From an optimization exercise on the open Yosys and OpenROAD flow, aimed at small area; shortcuts taken in it are not production practice.
Only simulation tests tie the RTL to the original design; equivalence was not proved.
Power and IR drop assume default switching activity.

==> flow/design.v (excerpt) <==
module matrix_alu (
    input  logic        clk,
    input  logic        reset,
    input  logic        start,
    input  logic [2:0]  op,
    input  logic [15:0] a,
    input  logic [15:0] b,
    input  logic [3:0]  scalar,
    output logic [35:0] result,
    output logic [8:0]  det,
    output logic        singular,
    output logic        done
);
    logic [2:0]  opr;       
    logic [15:0] ar;        
    logic [15:0] br;        
    always_ff @(posedge clk) begin
        if (reset) done <= 1'b0;
        else       done <= start;
    end
    always_ff @(posedge clk) begin
        if (reset)      opr <= 3'd7;
        else if (start) opr <= (op == 3'd7) ? 3'd6 : op;
    end
    logic ld, hd, ld_r, hd_r;
    assign ld   = start;
    assign hd   = ~start;
    assign ld_r = start & ~reset;                   
    assign hd_r = ~start & ~reset;
    logic [15:0] ar_d;
    for (genvar k = 0; k < 16; k++) begin : g_ain
        if (k >= 8) begin : g_r
            sel2 u_a (.s({ld_r, hd_r}), .d({a[k], ar[k]}), .y(ar_d[k]));
        end else begin : g_n
            sel2 u_a (.s({ld, hd}), .d({a[k], ar[k]}), .y(ar_d[k]));
        end
    end
    logic sel_b, sel_s, sel_t, sel_d, sel_o;
    assign sel_s = start & (op == 3'd2);
    assign sel_t = start & (op == 3'd4);
    assign sel_d = start & (op == 3'd5);
    assign sel_b = start & ~((op == 3'd2) | (op == 3'd4) | (op == 3'd5));    
    assign sel_o = sel_b;                                                    
    logic sel_dn;
    assign sel_dn = ~sel_d;
    logic [15:0] br_d;
    for (genvar k = 0; k < 4; k++) begin : g_bin
        sel5 u_11 (.s({sel_b, sel_s, sel_t, sel_d, hd}),
                   .d({b[12 + k], scalar[k], a[12 + k], a[k], br[12 + k]}), .y(br_d[12 + k]));
        sel4j u_12 (.s({sel_o, sel_t, sel_dn, hd}),
                    .d({b[8 + k], a[4 + k], a[8 + k], br[8 + k]}), .y(br_d[8 + k]));
        sel4j u_21 (.s({sel_o, sel_t, sel_dn, hd}),
                    .d({b[4 + k], a[8 + k], a[4 + k], br[4 + k]}), .y(br_d[4 + k]));
        sel5 u_22 (.s({sel_b, sel_s, sel_t, sel_d, hd}),
                   .d({b[k], scalar[k], a[k], a[12 + k], br[k]}), .y(br_d[k]));
    end
    always_ff @(posedge clk) begin
        ar <= ar_d;
        br <= br_d;
    end
    logic [3:0] a11, a12, a21, a22, b11, b12, b21, b22;
  ...
==> flow/config.mk <==
export PLATFORM = sky130hd
export DESIGN_NAME = matrix_alu
export DESIGN_NICKNAME = matrix_alu
export VERILOG_FILES = /design/flow/design.v
export SDC_FILE = /design/flow/constraint.sdc
export NUM_CORES = 4
export LEC_CHECK = 0
export CAP_MARGIN = 20
export CORE_MARGIN = 2
export CORE_UTILIZATION = 40
export SLEW_MARGIN = 20
export SYNTH_HIERARCHICAL = 1
==> flow/constraint.sdc <==
create_clock -name core_clock -period 8.0 [get_ports {clk}]
set_input_delay 1.6000 -clock core_clock [delete_from_list [all_inputs] [get_ports {clk}]]
set_output_delay 1.6000 -clock core_clock [all_outputs]
set_load 0.01 [all_outputs]
standard.sh (not shown) runs the stock make flow with config.mk's settings and CLKGATE_MAP_FILE= SYNTH_SCRIPT=/design/flow/synth_recipe.tcl, a recipe that flattens the netlist after the stock synthesis.
==> flow/flow/run.sh <==
#!/bin/bash
set -euo pipefail
cd "$(dirname "$0")/.."
export BUFFER_PORTS_ARGS="-buffer_cell sky130_fd_sc_hd__buf_1"
export CTS_ARGS="-sink_clustering_enable -repair_clock_nets -buf_list sky130_fd_sc_hd__clkbuf_8 -root_buf sky130_fd_sc_hd__clkbuf_8 -dont_use_dummy_load"
export GLOBAL_PLACEMENT_ARGS="-keep_resize_below_overflow 0"
bash standard.sh > standard.log 2>&1
The starting point passed the timing, design-rule and antenna checks.
Then changed:
--- a/flow/design.v
+++ b/flow/design.v
@@ -77,27 +77,20 @@
 );
     assign y = ~(a | b);
 endmodule
 module sel4 (
     input  logic [3:0] s,
     input  logic [3:0] d,
     output logic       y
 );
     assign y = |(s & d);
 endmodule
-module sel5 (
-    input  logic [4:0] s,
-    input  logic [4:0] d,
-    output logic       y
-);
-    assign y = |(s & d);
-endmodule
 module sel2 (
     input  logic [1:0] s,
     input  logic [1:0] d,
     output logic       y
 );
     assign y = |(s & d);
 endmodule
 module csa_xnor (
     input  logic a,
     input  logic b,
@@ -201,41 +194,42 @@
     logic sel_b, sel_s, sel_t, sel_d, sel_o;
     assign sel_s = start & (op == 3'd2);
     assign sel_t = start & (op == 3'd4);
     assign sel_d = start & (op == 3'd5);
     assign sel_b = start & ~((op == 3'd2) | (op == 3'd4) | (op == 3'd5));    
     assign sel_o = sel_b;                                                    
     logic sel_dn;
     assign sel_dn = ~sel_d;
     logic [15:0] br_d;
     for (genvar k = 0; k < 4; k++) begin : g_bin
-        sel5 u_11 (.s({sel_b, sel_s, sel_t, sel_d, hd}),
-                   .d({b[12 + k], scalar[k], a[12 + k], a[k], br[12 + k]}), .y(br_d[12 + k]));
+        sel4 u_11 (.s({sel_b, sel_s, sel_d, hd}),
+                   .d({b[12 + k], scalar[k], a[k], br[12 + k]}), .y(br_d[12 + k]));
         sel4j u_12 (.s({sel_o, sel_t, sel_dn, hd}),
                     .d({b[8 + k], a[4 + k], a[8 + k], br[8 + k]}), .y(br_d[8 + k]));
         sel4j u_21 (.s({sel_o, sel_t, sel_dn, hd}),
                     .d({b[4 + k], a[8 + k], a[4 + k], br[4 + k]}), .y(br_d[4 + k]));
-        sel5 u_22 (.s({sel_b, sel_s, sel_t, sel_d, hd}),
-                   .d({b[k], scalar[k], a[k], a[12 + k], br[k]}), .y(br_d[k]));
+        sel4 u_22 (.s({sel_b, sel_s, sel_d, hd}),
+                   .d({b[k], scalar[k], a[12 + k], br[k]}), .y(br_d[k]));
     end
     always_ff @(posedge clk) begin
         ar <= ar_d;
         br <= br_d;
     end
     logic [3:0] a11, a12, a21, a22, b11, b12, b21, b22;
     assign {a11, a12, a21, a22} = ar;
     assign {b11, b12, b21, b22} = br;
-    logic fa, fi, fn, en, cin_o, kill;
+    logic fa, fi, fn, en, en_d, cin_o, kill;
     assign fa    = (opr[2:1] == 2'b01);                     
     assign fn    = (opr == 3'd1);
     assign fi    = (opr == 3'd0) | (opr[2:1] == 2'b10);     
     assign en    = (opr[2:1] == 2'b00);                     
+    assign en_d  = en | (opr == 3'd4);                      
     assign cin_o = (opr == 3'd5);
     logic [3:0] x11, x12, x21, x22, x11_n, x12_n, x21_n, x22_n;
     logic       fin;
     assign fin = fi | fn;
     xgen_o u_x11_0 (.f(fa), .b(a11[0]), .o(fin), .y(x11[0]));
     xgen_o u_x22_0 (.f(fa), .b(a22[0]), .o(fin), .y(x22[0]));
     for (genvar k = 1; k < 4; k++) begin : g_xd
         xgen_o u_x11 (.f(fa), .b(a11[k]), .o(fn), .y(x11[k]));
         xgen_o u_x22 (.f(fa), .b(a22[k]), .o(fn), .y(x22[k]));
     end
@@ -243,24 +237,24 @@
         xgen_n u_x12 (.f(fa), .b(a12[k]), .yn(x12_n[k]));
         xgen_n u_x21 (.f(fa), .b(a21[k]), .yn(x21_n[k]));
     end
     for (genvar k = 0; k < 4; k++) begin : g_xi
         inv_cell u_x11 (.a(x11[k]), .y(x11_n[k]));
         inv_cell u_x12 (.a(x12_n[k]), .y(x12[k]));
         inv_cell u_x21 (.a(x21_n[k]), .y(x21[k]));
         inv_cell u_x22 (.a(x22[k]), .y(x22_n[k]));
     end
     logic [3:0] v11, v12, v21, v22;
-    assign v11 = {4{en}} & a11;
+    assign v11 = {4{en_d}} & a11;
     assign v12 = {4{en}} & a12;
     assign v21 = {4{en}} & a21;
-    assign v22 = {4{en}} & a22;
+    assign v22 = {4{en_d}} & a22;
     logic [8:0] p11, p12, p21, p22;           
     logic [7:0] dv;
     wire [3:0] b11_n = ~b11;
     wire [3:0] b12_n = ~b12;
     wire [3:0] b21_n = ~b21;
     wire [3:0] b22_n = ~b22;
     wire pp_x110_b113;
     pp_nor u_pp_x110_b113 (.an(x11_n[0]), .bn(b11_n[3]), .y(pp_x110_b113));
     wire pp_x111_b113;
     pp_nor u_pp_x111_b113 (.an(x11_n[1]), .bn(b11_n[3]), .y(pp_x111_b113));
Effect:
- final area is about the same
- clock-buffer cell count is unchanged
- critical path depth is unchanged
- fmax went down by a few percent
- sequential power stays flat
- final cell count stays the same
- worst setup slack got worse by 210 ps

==> re-timing with driven ports <==
The results above use ideal ports. As a check the final layouts listed here were re-extracted and re-timed, cells and wires unchanged. Step 1, drivers: a clkbuf_16 drives clk and a buf_2 each remaining input, both assumed. Step 2, shift: input delay + t, output delay - t, t = (earliest + latest rising clock arrival at the registers) / 2. This alone moves slack from input paths to output paths. Three values: no drivers, after step 1, after step 2; two values: the first two.
run | shift t [ns] | setup slack, ns | worst setup path at the end | worst register clock-pin slew, ns | worst slew at a driven data input, ns
the first run | 0.303 | 0.644 / 0.617 / 0.920 | register to output | 0.08 / 0.08 | 0.04
the second run | 0.310 | 0.435 / 0.410 / 0.720 | register to output | 0.07 / 0.07 | 0.03
After both steps every run listed still meets setup and hold.
